What follows belongs to an exercise in optimizing a design on an open flow for small area and a short achievable clock period; a production flow would make more cautious choices.
The RTL was checked by simulation tests, not by an equivalence proof against the original design.
Power and IR drop assume default switching activity.

==> design/flow/design.v <==
package alu_op_pkg;
    localparam logic [6:0] cmd_add    = 7'd1;
    localparam logic [6:0] cmd_slt    = 7'd2;
    localparam logic [6:0] cmd_sltu   = 7'd3;
    localparam logic [6:0] cmd_xor    = 7'd4;
    localparam logic [6:0] cmd_or     = 7'd5;
    localparam logic [6:0] cmd_and    = 7'd6;
    localparam logic [6:0] cmd_sll    = 7'd7;
    localparam logic [6:0] cmd_srl    = 7'd8;
    localparam logic [6:0] cmd_sra    = 7'd9;
    localparam logic [6:0] cmd_sub    = 7'd10;
    localparam logic [6:0] cmd_andn   = 7'd64;
    localparam logic [6:0] cmd_clmul  = 7'd65;
    localparam logic [6:0] cmd_clmulh = 7'd66;
    localparam logic [6:0] cmd_clmulr = 7'd67;
    localparam logic [6:0] cmd_clz    = 7'd68;
    localparam logic [6:0] cmd_cpop   = 7'd69;
    localparam logic [6:0] cmd_ctz    = 7'd70;
    localparam logic [6:0] cmd_max    = 7'd71;
    localparam logic [6:0] cmd_maxu   = 7'd72;
    localparam logic [6:0] cmd_min    = 7'd73;
    localparam logic [6:0] cmd_minu   = 7'd74;
    localparam logic [6:0] cmd_orcb   = 7'd75;
    localparam logic [6:0] cmd_orn    = 7'd76;
    localparam logic [6:0] cmd_rev8   = 7'd77;
    localparam logic [6:0] cmd_rol    = 7'd78;
    localparam logic [6:0] cmd_ror    = 7'd79;
    localparam logic [6:0] cmd_bclr   = 7'd80;
    localparam logic [6:0] cmd_bext   = 7'd81;
    localparam logic [6:0] cmd_binv   = 7'd82;
    localparam logic [6:0] cmd_bset   = 7'd83;
    localparam logic [6:0] cmd_sextb  = 7'd84;
    localparam logic [6:0] cmd_sexth  = 7'd85;
    localparam logic [6:0] cmd_sh1add = 7'd86;
    localparam logic [6:0] cmd_sh2add = 7'd87;
    localparam logic [6:0] cmd_sh3add = 7'd88;
    localparam logic [6:0] cmd_xnor   = 7'd89;
    localparam logic [6:0] cmd_zexth  = 7'd90;
    typedef union packed {
        logic [6:0] raw;               
        struct packed {
            logic       b_ext;         
            logic [5:0] index;         
        } fields;
    } alu_cmd_u;
endpackage
package branch_pkg;
    localparam logic [2:0] br_none = 3'd0;    
    localparam logic [2:0] br_eq   = 3'd1;
    localparam logic [2:0] br_ne   = 3'd2;
    localparam logic [2:0] br_lt   = 3'd3;
    localparam logic [2:0] br_ge   = 3'd4;
endpackage
`timescale 1ns/1ps
import alu_op_pkg::*;
import branch_pkg::*;
module compare_unit #(
    parameter int XLEN = 32
) (
    input  alu_op_pkg::alu_cmd_u alu_cmd_i,
    input  logic [2:0]        zero_cmd_i,
    input  logic [XLEN-1:0]   rs1_i,
    input  logic [XLEN-1:0]   rs2_i,
    output logic              less_o,
    output logic              equal_o,
    output logic              branch_flag_o
);
    logic            is_unsigned;
    logic            rs1_ext;
    logic            rs2_ext;
    logic [XLEN:0]   diff;
    assign is_unsigned = (alu_cmd_i.raw == cmd_sltu) || (alu_cmd_i.raw == cmd_maxu) ||
                         (alu_cmd_i.raw == cmd_minu);
    assign rs1_ext     = is_unsigned ? 1'b0 : rs1_i[XLEN-1];
    assign rs2_ext     = is_unsigned ? 1'b0 : rs2_i[XLEN-1];
    assign diff    = {rs1_ext, rs1_i} - {rs2_ext, rs2_i};
    assign less_o  = diff[XLEN];
    assign equal_o = (rs1_i == rs2_i);
    always_comb begin
        case (zero_cmd_i)
            br_eq:   branch_flag_o = equal_o;
            br_ne:   branch_flag_o = ~equal_o;
            br_lt:   branch_flag_o = less_o;
            br_ge:   branch_flag_o = ~less_o;    
            default: branch_flag_o = 1'b0;
        endcase
    end
endmodule
`timescale 1ns/1ps
import alu_op_pkg::*;
module base_int_unit #(
    parameter int XLEN = 32
) (
    input  alu_op_pkg::alu_cmd_u alu_cmd_i,
    input  logic [XLEN-1:0]   rs1_i,
    input  logic [XLEN-1:0]   rs2_i,
    input  logic              less_i,
    output logic [XLEN-1:0]   int_result_o
);
    localparam int SHAMT_W = $clog2(XLEN);
    logic [SHAMT_W-1:0] shamt;
    assign shamt = rs2_i[SHAMT_W-1:0];    
    always_comb begin
        int_result_o = '0;    
        case (alu_cmd_i.raw)
            cmd_add:  int_result_o = rs1_i + rs2_i;
            cmd_sub:  int_result_o = rs1_i - rs2_i;
            cmd_slt,
            cmd_sltu: int_result_o = XLEN'(less_i);    
            cmd_xor:  int_result_o = rs1_i ^ rs2_i;
            cmd_or:   int_result_o = rs1_i | rs2_i;
            cmd_and:  int_result_o = rs1_i & rs2_i;
            cmd_sll:  int_result_o = rs1_i << shamt;
            cmd_srl:  int_result_o = rs1_i >> shamt;
            cmd_sra:  int_result_o = $signed(rs1_i) >>> shamt;
            default: begin
                int_result_o = '0;
            end
        endcase
    end
endmodule
`timescale 1ns/1ps
import alu_op_pkg::*;
module bit_count_unit #(
    parameter int XLEN = 32
) (
    input  alu_op_pkg::alu_cmd_u alu_cmd_i,
    input  logic [XLEN-1:0]   rs1_i,
    output logic [XLEN-1:0]   count_o
);
    logic [XLEN-1:0] lead_cnt;
    logic [XLEN-1:0] trail_cnt;
    logic [XLEN-1:0] pop_cnt;
    always_comb begin
        lead_cnt  = XLEN'(XLEN);    
        trail_cnt = XLEN'(XLEN);
        pop_cnt   = '0;
        for (int i = 0; i < XLEN; i++) begin
            if (rs1_i[i]) lead_cnt = XLEN'(XLEN - 1 - i);    
            pop_cnt = pop_cnt + XLEN'(rs1_i[i]);
        end
        for (int i = XLEN - 1; i >= 0; i--) begin
            if (rs1_i[i]) trail_cnt = XLEN'(i);    
        end
    end
    always_comb begin
        case (alu_cmd_i.raw)
            cmd_clz:  count_o = lead_cnt;
            cmd_ctz:  count_o = trail_cnt;
            cmd_cpop: count_o = pop_cnt;
            default:  count_o = '0;
        endcase
    end
endmodule
`timescale 1ns/1ps
import alu_op_pkg::*;
module clmul_unit #(
    parameter int XLEN = 32
) (
    input  alu_op_pkg::alu_cmd_u alu_cmd_i,
    input  logic [XLEN-1:0]   rs1_i,
    input  logic [XLEN-1:0]   rs2_i,
    output logic [XLEN-1:0]   product_o
);
    logic [2*XLEN-1:0] prod;
    always_comb begin
        prod = '0;
        for (int i = 0; i < XLEN; i++) begin
            if (rs2_i[i]) prod = prod ^ ({{XLEN{1'b0}}, rs1_i} << i);
        end
    end
    always_comb begin
        case (alu_cmd_i.raw)
            cmd_clmul:  product_o = prod[XLEN-1:0];
            cmd_clmulh: product_o = prod[2*XLEN-1:XLEN];
            cmd_clmulr: product_o = prod[2*XLEN-2:XLEN-1];    
            default:    product_o = '0;
        endcase
    end
endmodule
`timescale 1ns/1ps
import alu_op_pkg::*;
module bitmanip_unit #(
    parameter int XLEN = 32
) (
    input  alu_op_pkg::alu_cmd_u alu_cmd_i,
    input  logic [XLEN-1:0]   rs1_i,
    input  logic [XLEN-1:0]   rs2_i,
    input  logic              less_i,
    output logic [XLEN-1:0]   b_result_o
);
    localparam int SHAMT_W = $clog2(XLEN);
    logic [SHAMT_W-1:0]  shamt;
    logic [XLEN-1:0]     bit_mask;
    logic [2*XLEN-1:0]   rot_left;
    logic [2*XLEN-1:0]   rot_right;
    logic [XLEN-1:0]     count;
    logic [XLEN-1:0]     product;
    assign shamt     = rs2_i[SHAMT_W-1:0];           
    assign bit_mask  = XLEN'(1) << shamt;            
    assign rot_left  = {rs1_i, rs1_i} << shamt;
    assign rot_right = {rs1_i, rs1_i} >> shamt;
    bit_count_unit #(.XLEN(XLEN)) u_bit_count (
        .alu_cmd_i (alu_cmd_i),
        .rs1_i     (rs1_i),
        .count_o   (count)
    );
    clmul_unit #(.XLEN(XLEN)) u_clmul (
        .alu_cmd_i (alu_cmd_i),
        .rs1_i     (rs1_i),
        .rs2_i     (rs2_i),
        .product_o (product)
    );
    always_comb begin
        b_result_o = '0;
        case (alu_cmd_i.raw)
            cmd_andn:   b_result_o = rs1_i & ~rs2_i;
            cmd_orn:    b_result_o = rs1_i | ~rs2_i;
            cmd_xnor:   b_result_o = ~(rs1_i ^ rs2_i);
            cmd_orcb: begin
                for (int i = 0; i < XLEN; i += 8) begin
                    b_result_o[i +: 8] = {8{|rs1_i[i +: 8]}};    
                end
            end
            cmd_rev8: begin
                for (int i = 0; i < XLEN; i += 8) begin
                    b_result_o[i +: 8] = rs1_i[XLEN-8-i +: 8];
                end
            end
            cmd_rol:    b_result_o = rot_left[2*XLEN-1:XLEN];
            cmd_ror:    b_result_o = rot_right[XLEN-1:0];
            cmd_bclr:   b_result_o = rs1_i & ~bit_mask;
            cmd_bext:   b_result_o = XLEN'(rs1_i[shamt]);
            cmd_binv:   b_result_o = rs1_i ^ bit_mask;
            cmd_bset:   b_result_o = rs1_i | bit_mask;
            cmd_sextb:  b_result_o = {{(XLEN-8){rs1_i[7]}}, rs1_i[7:0]};
            cmd_sexth:  b_result_o = {{(XLEN-16){rs1_i[15]}}, rs1_i[15:0]};
            cmd_zexth:  b_result_o = {{(XLEN-16){1'b0}}, rs1_i[15:0]};
            cmd_sh1add: b_result_o = (rs1_i << 1) + rs2_i;
            cmd_sh2add: b_result_o = (rs1_i << 2) + rs2_i;
            cmd_sh3add: b_result_o = (rs1_i << 3) + rs2_i;
            cmd_max,
            cmd_maxu:   b_result_o = less_i ? rs2_i : rs1_i;
            cmd_min,
            cmd_minu:   b_result_o = less_i ? rs1_i : rs2_i;
            cmd_clz,
            cmd_ctz,
            cmd_cpop:   b_result_o = count;
            cmd_clmul,
            cmd_clmulh,
            cmd_clmulr: b_result_o = product;
            default: begin
                b_result_o = '0;
            end
        endcase
    end
endmodule
`timescale 1ns/1ps
import alu_op_pkg::*;
import branch_pkg::*;
module result_reg #(
    parameter int XLEN = 32
) (
    input  logic              clk_i,
    input  logic              reset_i,
    input  alu_op_pkg::alu_cmd_u alu_cmd_i,
    input  logic [2:0]        zero_cmd_i,
    input  logic [XLEN-1:0]   int_result_i,
    input  logic [XLEN-1:0]   b_result_i,
    input  logic              branch_flag_i,
    output logic [XLEN-1:0]   rd_data_o,
    output logic              zero_o
);
    logic [XLEN-1:0] sel_result;
    assign sel_result = alu_cmd_i.fields.b_ext ? b_result_i : int_result_i;
    always_ff @(posedge clk_i) begin
        if (reset_i) begin
            rd_data_o <= '0;
            zero_o    <= 1'b0;
        end else begin
            rd_data_o <= sel_result;
            zero_o    <= branch_flag_i;    
        end
    end
endmodule
`timescale 1ns/1ps
import alu_op_pkg::*;
module alu_top #(
    parameter int XLEN = 32
) (
    input  logic              clk_i,
    input  logic              reset_i,
    input  logic [6:0]        alu_cmd_i,
    input  logic [2:0]        zero_cmd_i,
    input  logic [XLEN-1:0]   rs1_data_i,
    input  logic [XLEN-1:0]   rs2_data_i,
    output logic [XLEN-1:0]   rd_data_o,
    output logic              zero_o
);
    logic              less;
    logic              branch_flag;
    logic [XLEN-1:0]   int_result;
    logic [XLEN-1:0]   b_result;
    compare_unit #(.XLEN(XLEN)) u_compare (
        .alu_cmd_i     (alu_cmd_i),
        .zero_cmd_i    (zero_cmd_i),
        .rs1_i         (rs1_data_i),
        .rs2_i         (rs2_data_i),
        .less_o        (less),
        .equal_o       (),
        .branch_flag_o (branch_flag)
    );
    base_int_unit #(.XLEN(XLEN)) u_base_int (
        .alu_cmd_i    (alu_cmd_i),
        .rs1_i        (rs1_data_i),
        .rs2_i        (rs2_data_i),
        .less_i       (less),
        .int_result_o (int_result)
    );
    bitmanip_unit #(.XLEN(XLEN)) u_bitmanip (
        .alu_cmd_i  (alu_cmd_i),
        .rs1_i      (rs1_data_i),
        .rs2_i      (rs2_data_i),
        .less_i     (less),
        .b_result_o (b_result)
    );
    result_reg #(.XLEN(XLEN)) u_result_reg (
        .clk_i         (clk_i),
        .reset_i       (reset_i),
        .alu_cmd_i     (alu_cmd_i),
        .zero_cmd_i    (zero_cmd_i),
        .int_result_i  (int_result),
        .b_result_i    (b_result),
        .branch_flag_i (branch_flag),
        .rd_data_o     (rd_data_o),
        .zero_o        (zero_o)
    );
endmodule
==> design/flow/run.sh <==
#!/bin/bash
# synth_recipe.tcl (not shown) runs the flow's synth.tcl, then flattens the netlist and writes it again
# the make line also repeats each setting of config.mk as NAME=value (left out here)
make -C /OpenROAD-flow-scripts/flow DESIGN_CONFIG=/design/flow/config.mk WORK_HOME=/design/flow/orfs CLKGATE_MAP_FILE= SYNTH_SCRIPT=/design/flow/synth_recipe.tcl finish
==> design/flow/config.mk <==
export PLATFORM = sky130hd
export DESIGN_NAME = alu_top
export DESIGN_NICKNAME = alu_top
export VERILOG_FILES = /design/flow/design.v
export SDC_FILE = /design/flow/constraint.sdc
export NUM_CORES = 4
export LEC_CHECK = 0
export CAP_MARGIN = 20
export CORE_MARGIN = 2
export CORE_UTILIZATION = 40
export SLEW_MARGIN = 20
==> design/flow/constraint.sdc <==
create_clock -name core_clock -period 7.5 [get_ports {clk_i}]
set_input_delay 1.5000 -clock core_clock [delete_from_list [all_inputs] [get_ports {clk_i}]]
set_output_delay 1.5000 -clock core_clock [all_outputs]
set_load 0.01 [all_outputs]
==> summary.txt <==
Cells and area
  • Layout cells sized above 1: about 8.8%
  • Fill cells: a little over 9k
  • Final core utilization: between 40% and 50%
  • Most common cell after layout, fill and taps aside: nand2_1
  • Synth-to-Final Area Change: 7.52%
  • Post-Layout Inst Area: approximately 0.037 mm^2
  • Commonest cells after routing, fill and taps aside: nand2_1 (1333), xnor2_1 (833), nor2_1 (323), ha_1 (288), buf_4 (236)
  • Nets: between 5k and 6k
  • Final std cells w/o fill: roughly 6.3k

Timing
  • RSZ-0062 raised after global routing: false
  • Post-route setup slack: approximately 0.33 ns
  • Final hold vios: 0
  • Hold_ws: 1.66 ns
  • Max-slew violation count: 0
  • Slew Limit Headroom: between 10% and 20%
  • Final setup fails: 0
  • Measured slew at the worst slew-check pin: 1.24 ns
  • Achievable frequency: 140 MHz
  • Final period utilization: between 90% and 100%
  • Fin crit period: 7.17 ns

Die
  • I/O pin count: between 100 and 150
  • Initial Util: about 40%
  • Core Box Area: between 0.08 and 0.09 mm^2
  • Cell Rows: ~110
  • Die Wd: 297 um
  • Die footprint: about 0.088 mm^2
  • Chip height: 297 um

Critical path
  • Worst Path Max Fanout: 2
  • Slowest cell on the critical path: fa_1
  • Crit path arrival time: around 7.4 ns
  • Crit path largest cell delay: 0.53 ns
  • WP data required: around 7.7 ns
  • CP Class: in2reg
  • CP startpoint kind: primary input
  • Crit-path cells: buf_2 -> inv_1 -> fa_1 -> fa_1 -> inv_1 -> fa_1 -> inv_1 -> fa_1 -> fa_1 -> fa_1 -> inv_1 -> ha_1 -> fa_1 -> xnor2_1 -> nor3_1 -> a221oi_2 -> o21ai_0 -> a2111oi_1 -> nand4_1 -> a311oi_1 -> o21ai_0 -> a21oi_1 -> a31oi_1
  • Worst Setup EP: u_result_reg.rd_data_o[2]
  • CP Capture Type: flip-flop
  • Cell mode on critical path: fa_1
  • CP startpoint: rs1_data_i[27]

Synthesis
  • Sequential share of the synthesized area: around 1.9%
  • Top FF cell, synth: dfxtp_1
  • Post-Synthesis Cells: 5257
  • Post-Syn Area: approximately 0.034 mm^2
  • Ys Warns: 6
  • Syn_nets: approximately 5.7k
  • Ys async rst share: 0%
  • Synth top area share: about a fifth
  • Flops & latches, synth: 33
  • Synth area leaders: xnor2_1 (21%), nand2_1 (15%), ha_1 (10%)
  • Post-synthesis area per instance: 6.53 um^2
  • Dominant cell type by area after synthesis: xnor2_1
  • Yosys cell types: between 80 and 90
  • Post-synth EDFFs: 0

GRT
  • Vias in the first global route: about 38k
  • Grt ovf: 0
  • Initial antenna violation count: 30
  • First-pass GRT wire length: 302 mm
  • Total GRT Usage: 46.8%
  • Largest net degree at the start of global routing: 117

Pwr
  • Pwr Density: around 130 mW/mm^2
  • Worst vdd ir: 0.000179 V
  • Lkg Pwr: 14.4 nW

CTS
  • CTS clk-pin slew, worst paths: around 0.08 ns
  • Post-CTS Setup Repair Bufs: 0
  • Hold Buf Count CTS: 0
  • CTS tree: yes
  • Max clock buf depth: 2
  • Clk sink count: 33
  • Num CTS Buffers: 5
  • H-tree depth: 2
  • Root Buffer: clkbuf_16

Place
  • Dpl hpwl: 156 mm
  • Dpl cells: 6265
  • Post-place setup slack: -0.0885 ns
  • Area post-placement: between 0.03 and 0.04 mm^2
  • GPL Wtd Cong: around 1.1
  • Port Buffers: 108

Route
  • Wire per inst: around 34 um
  • DRT Wirelength: 216 mm
  • Vias: between 40k and 50k
  • DRT iter0 DRCs: 6678
  • DR DRC count: 0
  • Routed vias/inst: about 6.7
  • Drt pass-1 iters: 6
  • Post-route ant nets: 0

Flow run
  • Max cap viols: 0

Worst hold path
  • Worst hold-check path type: in2reg

Status
  • Status: complete, no violations
-- what timing repair did --
action	4_1_cts	5_1_grt
setup endpoints to repair	0	1
endpoints found under the hold margin	0	0
resized for setup	0	2
-- worst max-delay path: cells and delay by family --
kind | cells | cell delay (ns)
buffers and inverters | 5 | 0.50
AND/OR/NAND/NOR | 2 | 0.19
XOR/XNOR | 1 | 0.17
AO/OA/AOI/OAI | 7 | 1.40
adder cells (fa/ha/maj) | 8 | 3.60
-- worst min-delay path by stage --
stage                        startpoint                         to  slack [ns]  cells after the start
after floorplan           zero_cmd_i[2]        u_result_reg.zero_o        1.66                      2
final                     rs2_data_i[9]  u_result_reg.rd_data_o[9]        1.66                      3
after detailed placement  rs2_data_i[9]  u_result_reg.rd_data_o[9]        1.98                      3
after CTS                 rs2_data_i[9]  u_result_reg.rd_data_o[9]        1.64                      3
after global placement    rs2_data_i[9]  u_result_reg.rd_data_o[9]        1.98                      3
after global routing      rs2_data_i[3]  u_result_reg.rd_data_o[3]        1.71                      3
-- power by group --
part	internal, mW	switching [mW]	total (mW)
clock	0.142	0.115	0.257
combinational	1.63	2.87	4.50
sequential	0.191	0.0114	0.202
total	1.96	3.00	4.96
-- area by class of cell --
type	instances	area, um^2	share of cell area [%]
inverters	120	450	1.22
clock buffers	7	153	0.414
repair buffers	349	2700	7.31
flip-flops and latches	33	661	1.79
multi-input cells	4619	31500	85.3
diodes	10	25.0	0.0678
well taps	1144	1430	3.88
clock inverters	1	5.00	0.0136
-- flip-flops by register name (all words and copies together) (netlist names) --
signal / count
u_result_reg.rd_data_o: 32
u_result_reg.zero_o: 1
-- cell usage after synthesis, types with 18 or more instances --
| master | n |
|---|---|
| o221ai_1 | 28 |
| mux4_2 | 43 |
| or3_1 | 21 |
| a211oi_1 | 43 |
| xnor2_1 | 834 |
| a31oi_1 | 46 |
| a21o_1 | 46 |
| ha_1 | 288 |
| nand2b_1 | 25 |
| o21ai_0 | 217 |
| buf_1 | 81 |
| nand3_1 | 74 |
| a2111oi_0 | 26 |
| o22ai_1 | 50 |
| clkbuf_1 | 382 |
| o21bai_1 | 26 |
| buf_2 | 18 |
| a221o_1 | 20 |
| nand2_1 | 1333 |
| inv_1 | 118 |
| mux2i_1 | 81 |
| a21oi_1 | 228 |
| fa_1 | 29 |
| dfxtp_1 | 33 |
| mux2_2 | 41 |
| a221oi_1 | 53 |
| o211ai_1 | 45 |
| o2111ai_1 | 38 |
| xor2_1 | 229 |
| nor3_1 | 78 |
| a22oi_1 | 56 |
| nor4_1 | 30 |
| nor2b_1 | 19 |
| nor2_1 | 327 |
-- metrics by stage --
stage	power, mW	setup TNS [ns]
2_1_floorplan	3.00	0
3_3_place_gp	4.48	-0.0254
3_5_place_dp	4.49	-0.0885
4_1_cts	4.77	0
5_1_grt	5.13	0
6_report	4.96	0
-- layer usage --
layer | wire, um | up-vias | GRT usage (%) | share of wire (%)
met2 | 87000 | 3479 | 67.2 | 40
met5 | 134 | - | 0 | 0.062
met3 | 28600 | 763 | 11.5 | 13
met4 | 16800 | 18 | 30.1 | 7.8
li1 | - | 17649 | - | -
met1 | 83200 | 19961 | 62.0 | 39
-- cells by family after synthesis --
kind of cell | count (synthesis) | share of synthesized area (%)
XOR/XNOR | 1066 | 27.3
AO/OA/AOI/OAI | 1076 | 21.3
multiplexers | 165 | 6.53
buffers and inverters | 605 | 6.72
flip-flops | 33 | 1.92
AND/OR/NAND/NOR | 1995 | 24.0
adder cells (fa/ha/maj) | 317 | 12.2

## static timing again, ports no longer ideal
In the flow no input, the clock included, has a driving cell. The finished layout below was timed again as built, in two steps.
Step 1 (the two cells are an assumption about what drives the block):
set clk [get_ports {clk_i}]
set_driving_cell -lib_cell sky130_fd_sc_hd__clkbuf_16 $clk
set_driving_cell -lib_cell sky130_fd_sc_hd__buf_2 [delete_from_list [all_inputs] $clk]
Step 2 also shifts input and output timing later by t, the mid clock arrival at the registers, as if the neighbouring blocks saw the same clock.
a / b / c = no drivers / after step 1 / after step 2; a / b = the first two.
t (ns): 0.371
setup slack, ns: 0.332 / 0.307 / -0.064
worst setup path at the end: input to register
cell pins on the clock port's net: 1
Met with ideal ports but missed after step 2: setup timing in this run. The setup slack of this run moves by -0.025 ns with the drivers and by -0.396 ns with both steps.
